Context: an optimization exercise on an open-source flow, tuned for small area, a short achievable clock period and few clock cycles per item. The choices shown serve that exercise and are no tape-out recipe.
In this exercise RTL edits were held to simulation tests only and were not proved equivalent to the original.
Power is estimated from default activity; no workload was simulated.

// sobel_stream_filter
module sobel_stream_filter #(
  parameter int IMG_W = 224,
  parameter int IMG_H = 224,
  parameter int PIX_W = 8,
  parameter int SHIFT = 3
) (
  input  logic             fclk,
  input  logic             rst_n,
  input  logic             in_valid,
  output logic             in_ready,
  input  logic [PIX_W-1:0] in_pixel,
  input  logic             in_sof,
  output logic             out_valid,
  input  logic             out_ready,
  output logic [PIX_W-1:0] out_pixel,
  output logic             out_last,
  input  logic [1:0]       mode,
  input  logic [PIX_W+2:0] threshold
);
==> flow/config.mk <==
export PLATFORM = sky130hd
export DESIGN_NAME = sobel_stream_filter
export DESIGN_NICKNAME = sobel_stream_filter
export VERILOG_FILES = /design/flow/design.v
export SDC_FILE = /design/flow/constraint.sdc
export NUM_CORES = 4
export LEC_CHECK = 0
export ABC_CLOCK_PERIOD_IN_PS = 2000
export CAP_MARGIN = 20
export CORE_MARGIN = 2
export CORE_UTILIZATION = 60
export CTS_CLUSTER_DIAMETER = 100
export CTS_CLUSTER_SIZE = 25
export SETUP_SLACK_MARGIN = 5
export SLEW_MARGIN = 20
==> flow/constraint.sdc <==
create_clock -name core_clock -period 10.0 [get_ports {fclk}]
set_input_delay 2.0000 -clock core_clock [delete_from_list [all_inputs] [get_ports {fclk}]]
set_output_delay 2.0000 -clock core_clock [all_outputs]
set_load 0.01 [all_outputs]
standard.sh (not shown) runs the stock make flow with config.mk's settings and CLKGATE_MAP_FILE= SYNTH_SCRIPT=/design/flow/synth_recipe.tcl, a recipe that flattens the netlist after the stock synthesis.
==> flow/flow/run.sh <==
#!/bin/bash
set -euo pipefail
bash standard.sh finish SETUP_SLACK_MARGIN=7.2 > make_finish.log 2>&1
Testbench counts at the start, summed over its fixed seeds: cycles 401,428, pixels 394,272.
Rerun with:
--- a/flow/design.v
+++ b/flow/design.v
@@ -273,18 +273,12 @@
         if (i + 1 < QN && qv[i + 1]) qd[i] <= qd[i + 1];
         else if (qv[i])              qd[i] <= {lastB, res};
       end else begin
         if (!qv[i] && (i == 0 || qv[i - 1])) qd[i] <= {lastB, res};
       end
     end
   end
-  logic [PIX_W:0] oq, head_nx;
-  always_comb begin
-    if (pop) head_nx = (qv[1]) ? qd[1] : {lastB, res};
-    else     head_nx = (qv[0]) ? qd[0] : {lastB, res};
-  end
-  always_ff @(posedge fclk) oq <= head_nx;
   assign out_valid = qv[0];
-  assign out_pixel = oq[PIX_W-1:0];
-  assign out_last  = oq[PIX_W];
+  assign out_pixel = qd[0][PIX_W-1:0];
+  assign out_last  = qd[0][PIX_W];
   assign room = !qv[QN - 1 - (2'(vA) + 2'(vB))];
 endmodule
The new run ran to the end with no violations.
Core utilization decreases by 0.25 points.
Register-to-register slack barely changes.
Design area decreases slightly.
Via count decreases by a few percent.
Global-route usage decreases by 0.45 points.
Routed wire length decreases by a few percent.
Testbench counts after the change, summed over its fixed seeds: cycles 401,428, pixels 394,272.

The RTL this note starts from:
==> flow/design.v <==
module sobel_stream_filter #(
  parameter int IMG_W = 224,
  parameter int IMG_H = 224,
  parameter int PIX_W = 8,
  parameter int SHIFT = 3
) (
  input  logic             fclk,
  input  logic             rst_n,
  input  logic             in_valid,
  output logic             in_ready,
  input  logic [PIX_W-1:0] in_pixel,
  input  logic             in_sof,
  output logic             out_valid,
  input  logic             out_ready,
  output logic [PIX_W-1:0] out_pixel,
  output logic             out_last,
  input  logic [1:0]       mode,
  input  logic [PIX_W+2:0] threshold
);
  localparam int CW   = (IMG_W > 1) ? $clog2(IMG_W) : 1;
  localparam int RW   = (IMG_H > 1) ? $clog2(IMG_H) : 1;
  localparam int NTAP = 4;                   
  localparam int TSP  = IMG_W / NTAP;        
  localparam int FW   = $clog2(TSP);         
  localparam int TW   = $clog2(NTAP);        
  localparam int SW   = 2 * PIX_W;           
  localparam int XW   = PIX_W + 2;           
  localparam int YW   = PIX_W + 1;           
  localparam int GW   = PIX_W + 3;           
  localparam int AW   = PIX_W + 2;           
  localparam int MW   = PIX_W + 3;           
  localparam int TH   = PIX_W + 3;           
  localparam int IQN  = 2;                   
  localparam int IW   = PIX_W + 3;           
  localparam int QN   = 4;                   
  localparam int KW = 12;
  function automatic logic [KW-1:0] ksadd(input logic [KW-1:0] a, input logic [KW-1:0] b,
                                          input logic cin);
    logic [KW-1:0] g, p, gn, pn;
    g    = a & b;
    p    = a ^ b;
    g[0] = g[0] | (p[0] & cin);
    for (int d = 1; d < KW; d = d * 2) begin
      gn = g;
      pn = p;
      for (int i = d; i < KW; i++) begin
        gn[i] = g[i] | (p[i] & g[i - d]);
        pn[i] = p[i] & p[i - d];
      end
      g = gn;
      p = pn;
    end
    ksadd = (a ^ b) ^ {g[KW-2:0], cin};
  endfunction
  logic           in_ready_q;
  logic [IQN-1:0] iv;                        
  logic [IW-1:0]  id [0:IQN-1];
  logic [IW-1:0]  inw;
  logic           acc, go;
  assign in_ready = in_ready_q;
  assign acc      = in_valid && in_ready_q && rst_n;
  assign inw      = {mode, in_sof, in_pixel};
  always_ff @(posedge fclk) begin
    if (!rst_n) begin
      iv <= '0;
    end else begin
      for (int i = 0; i < IQN; i++) begin
        if (go) begin
          if (i + 1 < IQN && iv[i + 1]) iv[i] <= 1'b1;
          else if (acc && iv[i])        iv[i] <= 1'b1;
          else                          iv[i] <= 1'b0;
        end else begin
          if (acc && !iv[i] && (i == 0 || iv[i - 1])) iv[i] <= 1'b1;
        end
      end
    end
  end
  always_ff @(posedge fclk) begin
    for (int i = 0; i < IQN; i++) begin
      if (go) begin
        if (i + 1 < IQN && iv[i + 1]) id[i] <= id[i + 1];
        else if (iv[i])               id[i] <= inw;
      end else begin
        if (!iv[i] && (i == 0 || iv[i - 1])) id[i] <= inw;
      end
    end
  end
  always_ff @(posedge fclk) begin
    if (!rst_n)  in_ready_q <= 1'b1;
    else if (go) in_ready_q <= !(in_ready_q && iv[IQN - 1]);
    else         in_ready_q <= in_ready_q ? !iv[IQN - 2] : !iv[IQN - 1];
  end
  logic [PIX_W-1:0] hpix;
  logic             hsof;
  logic [1:0]       hmode;
  assign {hmode, hsof, hpix} = id[0];
  logic [CW-1:0] col_q, col_cur, col_nx;
  logic [RW-1:0] row_q, row_cur, row_nx;
  logic          c00_q, cge2_q, cend_q, rge2_q, rend_q, r00_q;
  logic          at00, emit, last_pix, room;
  logic [1:0]    mode_q;
  assign at00     = hsof || (c00_q && r00_q);
  assign emit     = !hsof && rge2_q && cge2_q;
  assign last_pix = !hsof && rend_q && cend_q;
  assign col_cur  = hsof ? '0 : col_q;
  assign row_cur  = hsof ? '0 : row_q;
  assign col_nx   = (!hsof && cend_q) ? '0 : col_cur + CW'(1);
  assign row_nx   = (!hsof && cend_q) ? (rend_q ? '0 : row_q + RW'(1)) : row_cur;
  always_ff @(posedge fclk) begin
    if (!rst_n) begin
      col_q  <= '0;
      row_q  <= '0;
      c00_q  <= 1'b1;
      r00_q  <= 1'b1;
      cge2_q <= 1'b0;
      rge2_q <= 1'b0;
      cend_q <= 1'b0;
      rend_q <= 1'b0;
      mode_q <= '0;
    end else if (go) begin
      if (hsof) mode_q <= hmode;
      col_q  <= col_nx;
      row_q  <= row_nx;
      c00_q  <= col_nx == '0;
      r00_q  <= row_nx == '0;
      cge2_q <= col_nx >= CW'(2);
      rge2_q <= row_nx >= RW'(2);
      cend_q <= col_nx == CW'(IMG_W - 1);
      rend_q <= row_nx == RW'(IMG_H - 1);
    end
  end
  logic [FW-1:0]   ef_q;                     
  logic [TW-1:0]   et_q;                     
  logic            ez_q;                     
  logic [NTAP-1:0] tsel;
  assign go = iv[0] && room && (at00 || ez_q);
  always_ff @(posedge fclk) begin
    if (!rst_n) begin
      ef_q <= '0;
      et_q <= '0;
      ez_q <= 1'b1;
    end else if (go) begin
      if (at00) begin
        ef_q <= '0;
        et_q <= '0;
        ez_q <= 1'b1;
      end
    end else begin
      if (ef_q == FW'(TSP - 1)) begin
        ef_q <= '0;
        et_q <= et_q + TW'(1);
      end else begin
        ef_q <= ef_q + FW'(1);
      end
      ez_q <= ef_q == FW'(TSP - 1);
    end
  end
  always_comb begin
    tsel = '0;
    if (at00) tsel[0] = 1'b1;
    else      tsel[et_q] = 1'b1;
  end
  logic [SW-1:0]    ring [0:IMG_W-1];
  logic [SW-1:0]    rd;
  logic [PIX_W-1:0] pa, pb, pc;              
  always_comb begin
    rd = '0;
    for (int j = 0; j < NTAP; j++) rd = rd | (ring[j * TSP] & {SW{et_q == TW'(j)}});
  end
  assign pa = rd[PIX_W-1:0];
  assign pb = rd[SW-1:PIX_W];
  assign pc = hpix;
  always_ff @(posedge fclk) begin
    for (int k = 0; k < IMG_W; k++) begin
      if (k % TSP == 1 % TSP && go && tsel[k / TSP])
        ring[k] <= {hpix, ring[k - 1][SW-1:PIX_W]};
      else
        ring[k] <= ring[(k + IMG_W - 1) % IMG_W];
    end
  end
  logic        [XW-1:0] x0, x1, x2, xs, xc, xb;
  logic signed [YW-1:0] y0, y1, y2;
  assign xb = XW'(pb) << 1;
  assign xs = XW'(pa) ^ xb ^ XW'(pc);
  assign xc = ((XW'(pa) & xb) | (XW'(pa) & XW'(pc)) | (xb & XW'(pc))) << 1;
  always_ff @(posedge fclk) begin
    if (go) begin
      x0 <= XW'(ksadd(KW'(xs), KW'(xc), 1'b0));
      y0 <= YW'(ksadd(KW'(pc), KW'(~{1'b0, pa}), 1'b1));
      x1 <= x0;
      x2 <= x1;
      y1 <= y0;
      y2 <= y1;
    end
  end
  logic       vA, lastA, vB, lastB;
  logic [1:0] modeA, modeB;
  always_ff @(posedge fclk) begin
    if (!rst_n) begin
      vA <= 1'b0;
      vB <= 1'b0;
    end else begin
      vA <= go && emit;
      vB <= vA;
    end
    lastA <= last_pix;
    modeA <= mode_q;
    lastB <= lastA;
    modeB <= modeA;
  end
  logic [GW-1:0] gx, ngx, gy, ys, yc, ya, yb, yd;
  logic [AW-1:0] axB, aycB;
  logic          syB;
  logic [KW-1:0] x0e, x2e;
  assign x0e = KW'(x0);
  assign x2e = KW'(x2);
  assign gx  = GW'(ksadd(x0e, ~x2e, 1'b1));
  assign ngx = GW'(ksadd(x2e, ~x0e, 1'b1));
  assign ya  = {{2{y0[YW-1]}}, y0};
  assign yb  = {y1[YW-1], y1, 1'b0};
  assign yd  = {{2{y2[YW-1]}}, y2};
  assign ys  = ya ^ yb ^ yd;
  assign yc  = ((ya & yb) | (ya & yd) | (yb & yd)) << 1;
  assign gy  = GW'(ksadd(KW'(ys), KW'(yc), 1'b0));
  always_ff @(posedge fclk) begin
    axB  <= gx[GW-1] ? ngx[AW-1:0] : gx[AW-1:0];
    aycB <= gy[AW-1:0] ^ {AW{gy[GW-1]}};
    syB  <= gy[GW-1];
  end
  logic [TH-1:0]    thr_q;
  logic [TH:0]      thn, cs, cc;
  logic [MW-1:0]    mag, ay, sel;
  logic [TH:0]      cmp;
  logic [PIX_W-1:0] res;
  always_ff @(posedge fclk) thr_q <= threshold;
  assign thn = ~{1'b0, thr_q};
  assign mag = MW'(ksadd(KW'(axB), KW'(aycB), syB));
  assign ay  = MW'(ksadd(KW'(aycB), '0, syB));
  assign cs  = (TH+1)'(axB) ^ (TH+1)'(aycB) ^ thn;
  assign cc  = {((TH+1)'(axB) & (TH+1)'(aycB)) | ((TH+1)'(axB) & thn) | ((TH+1)'(aycB) & thn), syB};
  assign cmp = (TH+1)'(ksadd(KW'(cs), KW'(cc[TH:0]), 1'b1));
  always_comb begin
    case (modeB)
      2'd2:    sel = MW'(axB);
      2'd3:    sel = ay;
      default: sel = mag;
    endcase
    if (modeB == 2'd1) res = {PIX_W{!cmp[TH]}};
    else               res = sel[SHIFT +: PIX_W];
  end
  logic [QN-1:0]  qv;                        
  logic [PIX_W:0] qd [0:QN-1];
  logic           pop;
  assign pop = qv[0] && out_ready;
  always_ff @(posedge fclk) begin
    if (!rst_n) begin
      qv <= '0;
    end else begin
      for (int i = 0; i < QN; i++) begin
        if (pop) begin
          if (i + 1 < QN && qv[i + 1]) qv[i] <= 1'b1;
          else if (vB && qv[i])        qv[i] <= 1'b1;
          else                         qv[i] <= 1'b0;
        end else begin
          if (vB && !qv[i] && (i == 0 || qv[i - 1])) qv[i] <= 1'b1;
        end
      end
    end
  end
  always_ff @(posedge fclk) begin
    for (int i = 0; i < QN; i++) begin
      if (pop) begin
        if (i + 1 < QN && qv[i + 1]) qd[i] <= qd[i + 1];
        else if (qv[i])              qd[i] <= {lastB, res};
      end else begin
        if (!qv[i] && (i == 0 || qv[i - 1])) qd[i] <= {lastB, res};
      end
    end
  end
  logic [PIX_W:0] oq, head_nx;
  always_comb begin
    if (pop) head_nx = (qv[1]) ? qd[1] : {lastB, res};
    else     head_nx = (qv[0]) ? qd[0] : {lastB, res};
  end
  always_ff @(posedge fclk) oq <= head_nx;
  assign out_valid = qv[0];
  assign out_pixel = oq[PIX_W-1:0];
  assign out_last  = oq[PIX_W];
  assign room = !qv[QN - 1 - (2'(vA) + 2'(vB))];
endmodule
clock: 10.0 ns
lec_check: 0
abc_clock_period_in_ps: 2000
cap_margin: 20
core_margin: 2
core_utilization: 60
cts_cluster_diameter: 100
cts_cluster_size: 30
setup_slack_margin: 5
slew_margin: 20
Scripts as last shown in full above: flow/flow/run.sh
Testbench counts at the start, summed over its fixed seeds: cycles 401,428, pixels 394,272.
==> next run, changes <==
--- a/flow/design.v
+++ b/flow/design.v
@@ -30,11 +30,11 @@
   localparam int AW   = PIX_W + 2;           
   localparam int MW   = PIX_W + 3;           
   localparam int TH   = PIX_W + 3;           
   localparam int IQN  = 2;                   
   localparam int IW   = PIX_W + 3;           
-  localparam int QN   = 4;                   
+  localparam int QN   = 3;                   
   localparam int KW = 12;
   function automatic logic [KW-1:0] ksadd(input logic [KW-1:0] a, input logic [KW-1:0] b,
                                           input logic cin);
     logic [KW-1:0] g, p, gn, pn;
     g    = a & b;
@@ -55,11 +55,12 @@
   logic           in_ready_q;
   logic [IQN-1:0] iv;                        
   logic [IW-1:0]  id [0:IQN-1];
   logic [IW-1:0]  inw;
   logic           acc, go;
-  assign in_ready = in_ready_q;
+  assign in_ready   = ir_port;
+  assign in_ready_q = !nir_q;
   assign acc      = in_valid && in_ready_q && rst_n;
   assign inw      = {mode, in_sof, in_pixel};
   always_ff @(posedge fclk) begin
     if (!rst_n) begin
       iv <= '0;
@@ -83,14 +84,19 @@
       end else begin
         if (!iv[i] && (i == 0 || iv[i - 1])) id[i] <= inw;
       end
     end
   end
-  always_ff @(posedge fclk) begin
-    if (!rst_n)  in_ready_q <= 1'b1;
-    else if (go) in_ready_q <= !(in_ready_q && iv[IQN - 1]);
-    else         in_ready_q <= in_ready_q ? !iv[IQN - 2] : !iv[IQN - 1];
+  logic ir_nx, ir_port, nir_q;
+  always_comb begin
+    if (!rst_n)  ir_nx = 1'b1;
+    else if (go) ir_nx = !(in_ready_q && iv[IQN - 1]);
+    else         ir_nx = in_ready_q ? !iv[IQN - 2] : !iv[IQN - 1];
+  end
+  always_ff @(posedge fclk) begin
+    nir_q   <= !ir_nx;
+    ir_port <= ir_nx;
   end
   logic [PIX_W-1:0] hpix;
   logic             hsof;
   logic [1:0]       hmode;
   assign {hmode, hsof, hpix} = id[0];
@@ -281,10 +287,15 @@
   always_comb begin
     if (pop) head_nx = (qv[1]) ? qd[1] : {lastB, res};
     else     head_nx = (qv[0]) ? qd[0] : {lastB, res};
   end
   always_ff @(posedge fclk) oq <= head_nx;
-  assign out_valid = qv[0];
+  logic ov;
+  always_ff @(posedge fclk) ov <= rst_n && (vB || (pop ? qv[1] : qv[0]));
+  assign out_valid = ov;
   assign out_pixel = oq[PIX_W-1:0];
   assign out_last  = oq[PIX_W];
-  assign room = !qv[QN - 1 - (2'(vA) + 2'(vB))];
+  logic [1:0] inflight;
+  assign inflight = 2'(vA) + 2'(vB);
+  assign room     = pop ? (inflight == 2'd0 || !qv[QN - inflight])
+                        : !qv[QN - 1 - inflight];
 endmodule
=> The changed run passed the timing, DRC and antenna checks. Critical path depth does not change. Hold slack is worse by 0.0038 ns. Final area came out higher by 1.8%. Die area is about the same. Worst setup slack is better by 0.017 ns. Sequential power is about the same. Cell count came out higher by 2.0%. Routed wire length came out higher by 7.8%. Global-route usage came out higher by 0.72 points. Via count came out higher by 2.4%. First-iteration DRC count came out higher by 21%.
Testbench counts after the change, summed over its fixed seeds: cycles 401,428, pixels 394,272.

-- static timing again, ports no longer ideal --
The results above use ideal ports. As a check the final layouts listed here were re-extracted and re-timed, cells and wires unchanged.
Step 1 (the two cells are an assumption about what drives the block):
set clk [get_ports {fclk}]
set_driving_cell -lib_cell sky130_fd_sc_hd__clkbuf_16 $clk
set_driving_cell -lib_cell sky130_fd_sc_hd__buf_2 [delete_from_list [all_inputs] $clk]
Step 2 also shifts input and output timing later by t, the mid clock arrival at the registers, as if the neighbouring blocks saw the same clock.
Three values: no drivers, after step 1, after step 2; two values: the first two.
| run | t (ns) | slack for setup (ns) | hold slack, ns | clock arrival spread, ns | worst register clock-pin slew, ns |
|---|---|---|---|---|---|
| the first run of note 1 | 0.872 | 6.600 / 6.525 / 6.399 | 0.307 / 0.307 / 0.307 | 0.037 / 0.038 | 0.11 / 0.11 |
| the second run of note 1 | 0.855 | 6.681 / 6.609 / 6.461 | 0.309 / 0.309 / 0.309 | 0.040 / 0.039 | 0.10 / 0.10 |
| the first run of note 2 | 0.855 | 6.686 / 6.615 / 6.559 | 0.309 / 0.309 / 0.309 | 0.036 / 0.036 | 0.11 / 0.11 |
| the second run of note 2 | 0.858 | 6.703 / 6.630 / 5.939 | 0.305 / 0.305 / 0.305 | 0.040 / 0.040 | 0.12 / 0.12 |
After both steps setup and hold are still met in every run listed. For the second run of note 2, which loses most, drivers alone change the setup slack by -0.073 ns; drivers and shift together by -0.764 ns.
